This is an optimization exercise on Yosys and OpenROAD, whose aim is small area, a short achievable clock period and few clock cycles per item, not a production implementation.
RTL that was checked went through simulation tests only; none was proved equivalent to the original.
Power and IR drop assume default switching activity.

==> inputs of onyx <==
==> flow/design.v <==
module muldiv_iter #(
  parameter int unsigned XLEN          = 32,
  parameter int unsigned MUL_ITERATIVE = 0
) (
  input  logic            clk_i,
  input  logic            rst_ni,
  input  logic            valid_i,
  output logic            ready_o,
  input  logic [2:0]      op_i,
  input  logic [XLEN-1:0] a_i,
  input  logic [XLEN-1:0] b_i,
  input  logic            kill_i,
  output logic            valid_o,
  input  logic            ready_i,
  output logic [XLEN-1:0] result_o,
  output logic            busy_o
);
  localparam logic [1:0] S_IDLE = 2'd0;
  localparam logic [1:0] S_PREP = 2'd1;
  localparam logic [1:0] S_ITER = 2'd2;
  localparam logic [1:0] S_FIN  = 2'd3;
  logic [1:0]  st_q, st_d;
  logic        rv_q, rv_d;
  logic [2:0]  op_q;
  logic [34:0] acc_q, acc_d;
  logic [31:0] lo_q, lo_d;
  logic [33:0] bm_q, bm_d;
  logic [4:0]  cnt_q, cnt_d;
  logic [1:0]  cls_q, cls_d;
  logic        bp_q, bp_d;
  logic        aneg_q, bneg_q, negq_q;
  logic [31:0] res_q, res_d;
  function automatic logic [5:0] lzc32(input logic [31:0] x);
    logic [7:0]  z4;
    logic [15:0] c4;
    logic [3:0]  z8;
    logic [11:0] c8;
    logic [1:0]  z16;
    logic [7:0]  c16;
    logic        z32;
    logic [4:0]  c32;
    for (int i = 0; i < 8; i++) begin
      z4[i] = (x[4*i+3 -: 4] == 4'd0);
      c4[2*i +: 2] = x[4*i+3] ? 2'd0 : x[4*i+2] ? 2'd1 : x[4*i+1] ? 2'd2 : 2'd3;
    end
    for (int i = 0; i < 4; i++) begin
      z8[i] = z4[2*i+1] & z4[2*i];
      c8[3*i +: 3] = z4[2*i+1] ? {1'b1, c4[4*i +: 2]} : {1'b0, c4[4*i+2 +: 2]};
    end
    for (int i = 0; i < 2; i++) begin
      z16[i] = z8[2*i+1] & z8[2*i];
      c16[4*i +: 4] = z8[2*i+1] ? {1'b1, c8[6*i +: 3]} : {1'b0, c8[6*i+3 +: 3]};
    end
    z32 = z16[1] & z16[0];
    c32 = z16[1] ? {1'b1, c16[3:0]} : {1'b0, c16[7:4]};
    lzc32 = z32 ? 6'd32 : {1'b0, c32};
  endfunction
  logic last;         
  logic fin_go;       
  logic dir_go;       
  logic ld;           
  logic dfin_q;       
  assign last   = (cnt_q == 5'd0);
  assign fin_go = (st_q == S_FIN) & ~rv_q;
  assign dir_go = (st_q == S_ITER) & last & ~rv_q & ~dfin_q;
  assign ld     = (st_q == S_IDLE) | fin_go | dir_go;
  logic       sgn_a_in, sgn_b_in, ext_a, ext_b;
  logic [1:0] ca, cb, cmin;
  logic       sel_a;
  function automatic logic [1:0] mclass(input logic [31:0] x, input logic e);
    if (x[31:7] == {25{e}})       mclass = 2'd0;
    else if (x[31:15] == {17{e}}) mclass = 2'd1;
    else if (x[31] == e)          mclass = 2'd2;
    else                          mclass = 2'd3;
  endfunction
  always_comb begin
    sgn_a_in = (op_i != 3'd3) & (op_i != 3'd5) & (op_i != 3'd7);
    sgn_b_in = (op_i == 3'd0) | (op_i == 3'd1) | (op_i == 3'd4) | (op_i == 3'd6);
    ext_a    = sgn_a_in & a_i[31];
    ext_b    = sgn_b_in & b_i[31];
    ca       = mclass(a_i, ext_a);
    cb       = mclass(b_i, ext_b);
    sel_a    = op_i[2] | (ca < cb);
    cmin     = (ca < cb) ? ca : cb;
  end
  logic        sdiv;
  logic        aneg_p, bneg_p;
  logic [5:0]  la, lb;
  logic [6:0]  sh;
  logic        b0_p, qz_p;
  always_comb begin
    sdiv   = ~op_q[0];
    aneg_p = sdiv & lo_q[31];
    bneg_p = sdiv & bm_q[31];
    la     = lzc32(lo_q ^ {32{aneg_p}});
    lb     = lzc32(bm_q[31:0] ^ {32{bneg_p}});
    if (bneg_p && lb == 6'd32) lb = 6'd31;
    b0_p   = (bm_q[31:0] == 32'd0);
    sh     = {1'b0, lb} + {6'd0, aneg_p} - {1'b0, la};
    qz_p   = sh[6];
  end
  logic        xen, inv;
  logic [34:0] ysel, sum;
  logic [2:0]  bt;
  logic        k17;
  assign k17 = (cls_q == 2'd3) & last;
  always_comb begin
    xen  = 1'b1;
    inv  = 1'b0;
    ysel = '0;
    bt   = {lo_q[1:0], bp_q};
    case (st_q)
      S_PREP: begin
        ysel = {{3{aneg_p}}, lo_q};
        inv  = aneg_p;
      end
      S_ITER: begin
        if (op_q[2]) begin
          ysel = {bm_q[33], bm_q};
          inv  = ~bneg_q;
        end else begin
          if (k17) bt = 3'b001;
          case (bt)
            3'b001, 3'b010, 3'b101, 3'b110: ysel = {bm_q[33], bm_q};
            3'b011, 3'b100:                 ysel = {bm_q, 1'b0};
            default:                        ysel = '0;
          endcase
          inv = bt[2];
        end
      end
      S_FIN: begin
        xen = 1'b0;
        if (op_q[1]) begin ysel = acc_q;          inv = aneg_q; end
        else         begin ysel = {3'b000, lo_q}; inv = negq_q; end
      end
      default: ;
    endcase
    sum = (acc_q & {35{xen}}) + (ysel ^ {35{inv}}) + {34'd0, inv};
  end
  always_comb begin
    res_d = sum[31:0];
    if (st_q == S_ITER) begin
      if (op_q[2]) begin
        if (!op_q[1])     res_d = {lo_q[30:0], ~sum[34]};
        else if (sum[34]) res_d = acc_q[31:0];
        else              res_d = sum[31:0];
      end else if (op_q == 3'd0) begin
        case (cls_q)
          2'd0:    res_d = {sum[25:0], lo_q[31:26]};
          2'd1:    res_d = {sum[17:0], lo_q[31:18]};
          default: res_d = {sum[1:0],  lo_q[31:2]};
        endcase
      end else begin
        case (cls_q)
          2'd0:    res_d = {{23{sum[34]}}, sum[34:26]};
          2'd1:    res_d = {{15{sum[34]}}, sum[34:18]};
          2'd2:    res_d = sum[33:2];
          default: res_d = sum[31:0];
        endcase
      end
    end
  end
  logic stall;
  assign stall = (st_q == S_ITER) & last & rv_q & ~dfin_q;
  always_comb begin
    acc_d = acc_q;
    lo_d  = lo_q;
    bm_d  = bm_q;
    cnt_d = cnt_q;
    cls_d = cls_q;
    bp_d  = bp_q;
    st_d  = st_q;
    case (st_q)
      S_PREP: begin
        acc_d = sum;
        lo_d  = {32{b0_p}};
        bm_d  = bm_q << sh[4:0];
        cnt_d = sh[4:0];
        st_d  = (b0_p | qz_p) ? S_FIN : S_ITER;
      end
      S_ITER: begin
        if (!stall) begin
          cnt_d = cnt_q - 5'd1;
          if (last) st_d = dfin_q ? S_FIN : S_IDLE;
          if (op_q[2]) begin
            if (!sum[34]) acc_d = sum;
            lo_d = {lo_q[30:0], ~sum[34]};
            bm_d = {bm_q[33], bm_q[33:1]};
          end else begin
            acc_d = {sum[34], sum[34], sum[34:2]};
            lo_d  = {sum[1:0], lo_q[31:2]};
            bp_d  = lo_q[1];
          end
        end
      end
      S_FIN: begin
        if (!rv_q) st_d = S_IDLE;
      end
      default: ;
    endcase
    if (ld) begin
      acc_d = '0;
      lo_d  = sel_a ? a_i : b_i;
      bm_d  = sel_a ? {{2{ext_b}}, b_i} : {{2{ext_a}}, a_i};
      bp_d  = 1'b0;
      cls_d = cmin;
      case (cmin)
        2'd0:    cnt_d = 5'd3;
        2'd1:    cnt_d = 5'd7;
        2'd2:    cnt_d = 5'd15;
        default: cnt_d = 5'd16;
      endcase
      st_d = (valid_i & ~kill_i) ? (op_i[2] ? S_PREP : S_ITER) : S_IDLE;
    end
    if (kill_i) st_d = S_IDLE;
  end
  always_comb begin
    rv_d = rv_q;
    if (ready_i)         rv_d = 1'b0;
    if (fin_go | dir_go) rv_d = 1'b1;
    if (kill_i)          rv_d = 1'b0;
  end
  always_ff @(posedge clk_i) begin
    if (!rst_ni) begin
      st_q <= S_IDLE;
      rv_q <= 1'b0;
    end else begin
      st_q <= st_d;
      rv_q <= rv_d;
    end
  end
  always_ff @(posedge clk_i) begin
    acc_q <= acc_d;
    lo_q  <= lo_d;
    bm_q  <= bm_d;
    cnt_q <= cnt_d;
    cls_q <= cls_d;
    bp_q  <= bp_d;
    if (ld) begin
      op_q   <= op_i;
      dfin_q <= 1'b0;
    end
    if (st_q == S_PREP) begin
      aneg_q <= aneg_p;
      bneg_q <= bneg_p;
      negq_q <= (aneg_p ^ bneg_p) & ~b0_p;
      dfin_q <= op_q[1] ? aneg_p : ((aneg_p ^ bneg_p) & ~b0_p);
    end
    if (fin_go | dir_go) res_q <= res_d;
  end
  assign ready_o  = ld;
  assign valid_o  = rv_q;
  assign busy_o   = (st_q != S_IDLE) | rv_q;
  assign result_o = res_q;
endmodule
==> flow/run.sh <==
#!/bin/bash
# synth_recipe.tcl (not shown) runs the flow's synth.tcl, then flattens the netlist and writes it again
# the make line also repeats each setting of config.mk as NAME=value (left out here)
make -C /OpenROAD-flow-scripts/flow DESIGN_CONFIG=/design/flow/config.mk WORK_HOME=/design/flow/orfs CLKGATE_MAP_FILE= SYNTH_SCRIPT=/design/flow/synth_recipe.tcl finish
==> flow/config.mk <==
export PLATFORM = sky130hd
export DESIGN_NAME = muldiv_iter
export DESIGN_NICKNAME = muldiv_iter
export VERILOG_FILES = /design/flow/design.v
export SDC_FILE = /design/flow/constraint.sdc
export NUM_CORES = 4
export LEC_CHECK = 0
export CAP_MARGIN = 20
export CORE_MARGIN = 2
export CORE_UTILIZATION = 40
export SLEW_MARGIN = 20
==> flow/constraint.sdc <==
create_clock -name core_clock -period 13.5 [get_ports {clk_i}]
set_input_delay 2.7000 -clock core_clock [delete_from_list [all_inputs] [get_ports {clk_i}]]
set_output_delay 2.7000 -clock core_clock [all_outputs]
set_load 0.01 [all_outputs]
==> xenon: changes against onyx <==
==> flow/design.v, changed modules only <==
module muldiv_iter #(
  parameter int unsigned XLEN          = 32,
  parameter int unsigned MUL_ITERATIVE = 0
) (
  input  logic            clk_i,
  input  logic            rst_ni,
  input  logic            valid_i,
  output logic            ready_o,
  input  logic [2:0]      op_i,
  input  logic [XLEN-1:0] a_i,
  input  logic [XLEN-1:0] b_i,
  input  logic            kill_i,
  output logic            valid_o,
  input  logic            ready_i,
  output logic [XLEN-1:0] result_o,
  output logic            busy_o
);
  localparam logic [1:0] S_IDLE = 2'd0;
  localparam logic [1:0] S_PREP = 2'd1;
  localparam logic [1:0] S_ITER = 2'd2;
  localparam logic [1:0] S_FIN  = 2'd3;
  logic [1:0]  st_q, st_d;
  logic        rv_q, rv_d;
  logic [2:0]  op_q;
  logic [34:0] acc_q, acc_d;
  logic [31:0] lo_q, lo_d;
  logic [33:0] bm_q, bm_d;
  logic [4:0]  cnt_q, cnt_d;
  logic [1:0]  cls_q, cls_d;
  logic        bp_q, bp_d;
  logic        aneg_q, bneg_q, negq_q, b0_q;
  logic [31:0] res_q, res_d;
  function automatic logic [5:0] lzc32(input logic [31:0] x);
    logic [5:0] n;
    n = 6'd32;
    for (int i = 0; i < 32; i++) begin
      if (x[i]) n = 6'(31 - i);
    end
    lzc32 = n;
  endfunction
  logic ld;           
  logic take;         
  logic fin_go;
  assign fin_go = (st_q == S_FIN) & ~rv_q;
  assign ld     = (st_q == S_IDLE) | fin_go;
  assign take   = ld & valid_i & ~kill_i;
  logic       sgn_a_in, sgn_b_in, ext_a, ext_b;
  logic [1:0] ca, cb, cmin;
  logic       sel_a;
  function automatic logic [1:0] mclass(input logic [31:0] x, input logic e);
    if (x[31:7] == {25{e}})       mclass = 2'd0;
    else if (x[31:15] == {17{e}}) mclass = 2'd1;
    else if (x[31] == e)          mclass = 2'd2;
    else                          mclass = 2'd3;
  endfunction
  always_comb begin
    sgn_a_in = (op_i != 3'd3) & (op_i != 3'd5) & (op_i != 3'd7);
    sgn_b_in = (op_i == 3'd0) | (op_i == 3'd1) | (op_i == 3'd4) | (op_i == 3'd6);
    ext_a    = sgn_a_in & a_i[31];
    ext_b    = sgn_b_in & b_i[31];
    ca       = mclass(a_i, ext_a);
    cb       = mclass(b_i, ext_b);
    sel_a    = op_i[2] | (ca < cb);
    cmin     = (ca < cb) ? ca : cb;
  end
  logic        sdiv;
  logic        aneg_p, bneg_p;
  logic [5:0]  la, lb;
  logic [6:0]  sh;
  logic        b0_p, qz_p;
  always_comb begin
    sdiv   = ~op_q[0];
    aneg_p = sdiv & lo_q[31];
    bneg_p = sdiv & bm_q[31];
    la     = lzc32(lo_q ^ {32{aneg_p}});
    lb     = lzc32(bm_q[31:0] ^ {32{bneg_p}});
    if (bneg_p && lb == 6'd32) lb = 6'd31;
    b0_p   = (bm_q[31:0] == 32'd0);
    sh     = {1'b0, lb} + {6'd0, aneg_p} - {1'b0, la};
    qz_p   = sh[6];
  end
  logic        xen, inv;
  logic [34:0] ysel, sum;
  logic [2:0]  bt;
  logic        last;
  assign last = (cnt_q == 5'd0);
  always_comb begin
    xen  = 1'b1;
    inv  = 1'b0;
    ysel = '0;
    bt   = {lo_q[1:0], bp_q};
    case (st_q)
      S_PREP: begin
        ysel = {{3{aneg_p}}, lo_q};
        inv  = aneg_p;
      end
      S_ITER: begin
        if (op_q[2]) begin
          ysel = {bm_q[33], bm_q};
          inv  = ~bneg_q;
        end else begin
          if (cls_q == 2'd3 && last) bt = 3'b001;
          case (bt)
            3'b001, 3'b010, 3'b101, 3'b110: ysel = {bm_q[33], bm_q};
            3'b011, 3'b100:                 ysel = {bm_q, 1'b0};
            default:                        ysel = '0;
          endcase
          inv = bt[2];
        end
      end
      S_FIN: begin
        xen = 1'b0;
        if (op_q[2]) begin
          if (op_q[1]) begin ysel = acc_q;           inv = aneg_q; end
          else         begin ysel = {3'b000, lo_q};  inv = negq_q; end
        end else begin
          if (op_q == 3'd0) ysel = {3'b000, lo_q};
          else              ysel = acc_q;
        end
      end
      default: ;
    endcase
    sum = (acc_q & {35{xen}}) + (ysel ^ {35{inv}}) + {34'd0, inv};
  end
  always_comb begin
    res_d = sum[31:0];
    if (!op_q[2]) begin
      if (op_q == 3'd0) begin
        case (cls_q)
          2'd0:    res_d = {acc_q[23:0], lo_q[31:24]};
          2'd1:    res_d = {acc_q[15:0], lo_q[31:16]};
          default: res_d = sum[31:0];
        endcase
      end else begin
        case (cls_q)
          2'd0:    res_d = {{21{acc_q[34]}}, acc_q[34:24]};
          2'd1:    res_d = {{13{acc_q[34]}}, acc_q[34:16]};
          2'd2:    res_d = sum[31:0];
          default: res_d = {acc_q[29:0], lo_q[31:30]};
        endcase
      end
    end
  end
  always_comb begin
    acc_d = acc_q;
    lo_d  = lo_q;
    bm_d  = bm_q;
    cnt_d = cnt_q;
    cls_d = cls_q;
    bp_d  = bp_q;
    st_d  = st_q;
    case (st_q)
      S_PREP: begin
        acc_d = sum;
        lo_d  = {32{b0_p}};
        bm_d  = bm_q << sh[4:0];
        cnt_d = sh[4:0];
        st_d  = (b0_p | qz_p) ? S_FIN : S_ITER;
      end
      S_ITER: begin
        cnt_d = cnt_q - 5'd1;
        if (last) st_d = S_FIN;
        if (op_q[2]) begin
          if (!sum[34]) acc_d = sum;
          lo_d = {lo_q[30:0], ~sum[34]};
          bm_d = {bm_q[33], bm_q[33:1]};
        end else begin
          acc_d = {sum[34], sum[34], sum[34:2]};
          lo_d  = {sum[1:0], lo_q[31:2]};
          bp_d  = lo_q[1];
        end
      end
      default: ;
    endcase
    if (ld) begin
      acc_d = '0;
      lo_d  = sel_a ? a_i : b_i;
      bm_d  = sel_a ? {{2{ext_b}}, b_i} : {{2{ext_a}}, a_i};
      bp_d  = 1'b0;
      cls_d = cmin;
      case (cmin)
        2'd0:    cnt_d = 5'd3;
        2'd1:    cnt_d = 5'd7;
        2'd2:    cnt_d = 5'd15;
        default: cnt_d = 5'd16;
      endcase
      if (st_q == S_FIN) st_d = S_IDLE;
      if (valid_i) st_d = op_i[2] ? S_PREP : S_ITER;
    end
    if (kill_i) st_d = S_IDLE;
  end
  always_comb begin
    rv_d = rv_q;
    if (ready_i) rv_d = 1'b0;
    if (fin_go)  rv_d = 1'b1;
    if (kill_i)  rv_d = 1'b0;
  end
  always_ff @(posedge clk_i) begin
    if (!rst_ni) begin
      st_q <= S_IDLE;
      rv_q <= 1'b0;
    end else begin
      st_q <= st_d;
      rv_q <= rv_d;
    end
  end
  always_ff @(posedge clk_i) begin
    acc_q <= acc_d;
    lo_q  <= lo_d;
    bm_q  <= bm_d;
    cnt_q <= cnt_d;
    cls_q <= cls_d;
    bp_q  <= bp_d;
    if (ld) op_q <= op_i;
    if (st_q == S_PREP) begin
      aneg_q <= aneg_p;
      bneg_q <= bneg_p;
      negq_q <= (aneg_p ^ bneg_p) & ~b0_p;
      b0_q   <= b0_p;
    end
    if (fin_go) res_q <= res_d;
  end
  assign ready_o  = ld;
  assign valid_o  = rv_q;
  assign busy_o   = (st_q != S_IDLE) | rv_q;
  assign result_o = res_q;
endmodule
==> run summary <==
status: timing/DRC/antenna clean
Synth Area per Inst: 7.67 sq um
Sequential cell area: 4140 sq um
Area Growth Syn to Fin: 12.3%
worst reg-to-reg path cell count: 23
Final #Nets: 2352
switching power: 0.00282 W
P_leak: 7.23 nW
DR iter-0 viols: 2813
metal3 WL: 8.84 mm
die width: 212 microns
clock-net power: 0.000472 W
vias per cell: 6.86
antenna diode count: 4
-- figures above: onyx

==> run summary <==
metal3 WL: 6.32 mm
die width: 210 microns
vias per cell: 6.56
largest net degree at the start of global routing: 84
switching power: 0.00231 W
Area Growth Syn to Fin: 11.3%
P_leak: 7.09 nW
crit path cell chain: nand2b_1, clkinv_1, a211o_1, a32oi_1, o21ai_0, a311oi_1, o31ai_1, a211oi_1, a221oi_1, o22ai_1, o211ai_1, ha_1, inv_1, ha_1, fa_2, buf_4, mux2_2, o21ai_0, o21ai_0, nor2_1, a21oi_1, a211o_1, a21oi_1, a21oi_1
Switching Fraction: 0.535
clock-net power: 0.000540 W
status: timing/DRC/antenna clean
Synth Area per Inst: 7.74 sq um
WHS: 0.467 ns
register area share after synthesis: 0.243
worst reg-to-reg path cell count: 24
antenna diode count: 0
DR iter-0 viols: 2750
Slew @ Worst Pin: 1.20 ns
-- figures above: xenon

Testbench counts of xenon, summed over its fixed seeds: cycles 73,489, items 8,000.
The RTL of onyx was laid out without a check of its function.

what the ideal ports hide:
No port has a modelled driver above. Below, the same layouts with a new extraction and two added sets of constraints. Step 1 sets driving cells, clkbuf_16 on the clock port and buf_2 on the other inputs (assumed; they add their load-dependent delay and slew). Step 2 also shifts input and output timing later by t, the mid clock arrival at the registers, as if the neighbouring blocks saw the same clock. Three values: ideal, step 1, step 2; two values: the first two.
| run | t, ns | slack for setup (ns) | clock arrival spread, ns | worst slew at a driven data input, ns | pins driven straight from the clock port |
|---|---|---|---|---|---|
| onyx | 0.548 | 5.953 / 5.953 / 5.953 | 0.015 / 0.015 | 0.06 | 1 |
| xenon | 0.542 | 5.940 / 5.940 / 5.940 | 0.021 / 0.021 | 0.08 | 1 |
After both steps setup and hold are still met in every run listed.
